Background: an optimization exercise with open tools, aiming at small area. Do not read the settings as production practice. Only simulation tests tie the RTL to the original design; equivalence was not proved. No activity file was given, so power comes from the tool's default toggle rates.

Setup of onyx:
// tcpcRegisterFile
module tcpcRegisterFile
(
	input  logic        CLK,
	input  logic        reset,
	input  logic        req_i,
	input  logic        rnw_i,
	input  logic [7:0]  addr_i,
	input  logic [15:0] wrData_i,
	input  logic [15:0] vendorId_i,
	input  logic [15:0] productId_i,
	input  logic [15:0] deviceId_i,
	input  logic [7:0]  ccStatus_i,
	input  logic [7:0]  powerStatus_i,
	output logic        ack_o,
	output logic [15:0] rdData_o,
	output logic [7:0]  roleControl_o,
	output logic [7:0]  powerControl_o,
	output logic [7:0]  transmit_o
);
clock: 5.0 ns
lec_check: 0
cap_margin: 20
core_margin: 2
core_utilization: 70
gpl_timing_driven: 0
slew_margin: 20
synth_hierarchical: 1
synth_minimum_keep_size: 0
standard.sh (not shown) runs the stock make flow with config.mk's settings and CLKGATE_MAP_FILE= SYNTH_SCRIPT=/design/flow/synth_recipe.tcl, a recipe that flattens the netlist after the stock synthesis.
==> flow/flow/run.sh <==
#!/bin/bash
# The standard layout (the standard.sh, unchanged synthesis) with two knobs:
# ports are buffered with the smallest buffer, and clock tree synthesis uses
# clkbuf_8 sink clusters without dummy loads. All output goes to flow.log here;
# ORFS keeps each step's own log under orfs/logs/.
set -euo pipefail
cd "$(dirname "$0")/.."
bash standard.sh \
	"BUFFER_PORTS_ARGS=-buffer_cell sky130_fd_sc_hd__buf_1" \
	"CTS_ARGS=-sink_clustering_enable -repair_clock_nets -dont_use_dummy_load -buf_list sky130_fd_sc_hd__clkbuf_8 -sink_clustering_size 16 -sink_clustering_max_diameter 60" \
	finish > flow.log 2>&1
## Diff of input files: garnet against onyx
- a change of CORE_UTILIZATION from 70 to 65
- a deleted GPL_TIMING_DRIVEN that had been 0
### Flow results
Compared with onyx, garnet shows sequential share of layout area higher by 3.2 points.
Clock skew (lower): garnet
Lower final critical-path share of the clock period goes to garnet over onyx.
garnet against onyx: non-clock buffer count shrank by 142; highest ir drop seen on vdd shrank by 0.059 mV; worst hold margin held steady.
Re critical path depth: onyx was higher than garnet.

---

== alpha ==
tcpcRegisterFile, a different RTL version from the one above (not shown whole).
For scale: roughly 1600 cells after synthesis, about 450 flip-flops, about 17000 um2 of cells after synthesis.
// tcpcRegisterFile
module tcpcRegisterFile
(
	input  logic        CLK,
	input  logic        reset,
	input  logic        req_i,
	input  logic        rnw_i,
	input  logic [7:0]  addr_i,
	input  logic [15:0] wrData_i,
	input  logic [15:0] vendorId_i,
	input  logic [15:0] productId_i,
	input  logic [15:0] deviceId_i,
	input  logic [7:0]  ccStatus_i,
	input  logic [7:0]  powerStatus_i,
	output logic        ack_o,
	output logic [15:0] rdData_o,
	output logic [7:0]  roleControl_o,
	output logic [7:0]  powerControl_o,
	output logic [7:0]  transmit_o
);
Settings: LEC_CHECK=0, CAP_MARGIN=20, CORE_MARGIN=2, CORE_UTILIZATION=70, SLEW_MARGIN=20, SYNTH_HIERARCHICAL=1, SYNTH_MINIMUM_KEEP_SIZE=0; clock period 5.0 ns.
Scripts as last shown in full above: flow/flow/run.sh
#### Input delta (beta over alpha)
Settings: CAP_MARGIN changed from 20 to 5; SLEW_MARGIN changed from 20 to 5.
[summary]
No run among beta and alpha stopped early or left any final violation; all are clean.
Per the comparison of beta with alpha, detailed-routed wire length on met2 has remained practically unchanged, via count has remained practically unchanged.
In terms of total wire length, beta and alpha differ only marginally.
Post-layout total power essentially unchanged between beta and alpha.
The post-route cell area of beta and that of alpha are within noise of each other.
Input-level comparison between gamma and beta:
Settings: PLACE_DENSITY: unset -> 0.8; CORE_UTILIZATION: 70 -> 60; CAP_MARGIN: 5 -> 20; SLEW_MARGIN: 5 -> 20.
[summary]
Compared to beta, gamma has routed length on met1 2.1% higher.
Between beta and gamma, the sequential power does not differ in any meaningful way.
In the metrics for beta and gamma, the one carrying the higher number of cells after detailed placement is gamma.
[compare] base=beta new=gamma: worst setup slack went down by 0.035 ns, first-iteration DRC count went down by 66, post-layout instance area went up by 0.50%.
> inputs changed (gamma -> delta)
Settings: CORE_UTILIZATION now 70, was 60; GPL_TIMING_DRIVEN now 0, previously not set; PLACE_DENSITY no longer set, was 0.8.
==> flow/flow/run.sh <==
#!/bin/bash
# The standard layout (the standard.sh, unchanged synthesis) with three knobs:
# ports are buffered with the smallest buffer; global placement is not
# timing-driven and removes synthesis buffers first (flow/pre_gpl.tcl); clock
# tree synthesis uses clkbuf_8 sink clusters without dummy loads.
# All output goes to flow.log here; ORFS keeps each step's own log under orfs/logs/.
set -euo pipefail
cd "$(dirname "$0")/.."
bash standard.sh \
	"BUFFER_PORTS_ARGS=-buffer_cell sky130_fd_sc_hd__buf_1" \
	"PRE_GLOBAL_PLACE_TCL=$PWD/flow/pre_gpl.tcl" \
	"CTS_ARGS=-sink_clustering_enable -repair_clock_nets -dont_use_dummy_load -buf_list sky130_fd_sc_hd__clkbuf_8 -sink_clustering_size 16 -sink_clustering_max_diameter 60" \
	finish > flow.log 2>&1
==> flow/flow/pre_gpl.tcl (new file) <==
# Global placement runs without timing-driven mode here; drop synthesis's
# buffers first, as the timing-driven standard flow does, and let the
# post-placement repair add only the buffers the design rules call for.
remove_buffers
Findings:
delta vs gamma, highest metal layer used by the detailed router: met5 vs met4. Total power per unit cell area, gamma and delta: lower on delta. Diff gamma -> delta: area overhead of the layout relative to synthesis has increased; power after layout has decreased; number of inserted diodes has decreased; clock buffer instance count of the final layout has decreased. Compared with gamma, delta degrades post-route cell area. Compared to gamma, the router laid down less metal wire for delta. delta: all stages complete, timing, DRC and antenna checks passed. Of gamma and delta, the higher worst slack at placement belongs to gamma. Cell count ended up 77 lower on delta than on gamma.
Edits applied to the flow inputs when going from delta to epsilon:
Settings: changing CAP_MARGIN from 20 to 10; changing SLEW_MARGIN from 20 to 10; removing GPL_TIMING_DRIVEN (formerly 0); changing CORE_UTILIZATION from 70 to 80.
==> flow/flow/run.sh <==
#!/bin/bash
# The standard layout (the standard.sh, unchanged synthesis) with two knobs:
# ports are buffered with the smallest buffer, and clock tree synthesis uses
# clkbuf_8 sink clusters without dummy loads. All output goes to flow.log here;
# ORFS keeps each step's own log under orfs/logs/.
set -euo pipefail
cd "$(dirname "$0")/.."
bash standard.sh \
	"BUFFER_PORTS_ARGS=-buffer_cell sky130_fd_sc_hd__buf_1" \
	"CTS_ARGS=-sink_clustering_enable -repair_clock_nets -dont_use_dummy_load -buf_list sky130_fd_sc_hd__clkbuf_8 -sink_clustering_size 16 -sink_clustering_max_diameter 60" \
	finish > flow.log 2>&1
removed: flow/flow/pre_gpl.tcl
==> comparison <==
Critical path launch point: addr_i[2] -> epsilon, reset -> delta
epsilon vs delta — total number of cells along the worst setup path dropped 1.
When epsilon is measured against delta, its count of non-CTS buffers in the layout turns out about 12% higher.
epsilon has antenna diode count below what delta had.
The period utilization number comes out lower for epsilon vs delta.
Comparing epsilon and delta, the higher count of clock-buffer cells in the layout is on delta.
epsilon has routed length per placed instance above what delta had.

what the ideal ports hide:
In the flow no input, the clock included, has a driving cell. The finished layouts below were timed again as built, in two steps.
Step 1 (the two cells are an assumption about what drives the block):
set clk [get_ports {CLK}]
set_driving_cell -lib_cell sky130_fd_sc_hd__clkbuf_16 $clk
set_driving_cell -lib_cell sky130_fd_sc_hd__buf_2 [delete_from_list [all_inputs] $clk]
Step 2 also shifts input and output timing later by t, the mid clock arrival at the registers, as if the neighbouring blocks saw the same clock.
Three values: no drivers, after step 1, after step 2; two values: the first two.
| run | t, ns | setup WS [ns] | clock arrival spread, ns |
|---|---|---|---|
| onyx | 0.591 | 1.156 / 1.151 / 0.560 | 0.077 / 0.076 |
| garnet | 0.603 | 1.249 / 1.242 / 0.639 | 0.049 / 0.049 |
| alpha | 0.576 | 1.375 / 1.368 / 0.793 | 0.067 / 0.067 |
| beta | 0.574 | 1.401 / 1.393 / 0.820 | 0.073 / 0.073 |
| gamma | 0.592 | 1.366 / 1.339 / 0.747 | 0.072 / 0.072 |
| delta | 0.590 | 0.570 / 0.595 / 0.005 | 0.060 / 0.060 |
| epsilon | 0.591 | 1.226 / 1.224 / 0.632 | 0.034 / 0.035 |
After both steps every run listed still meets setup and hold. The setup slack of gamma, which loses most, moves by -0.027 ns with the drivers and by -0.619 ns with both steps.
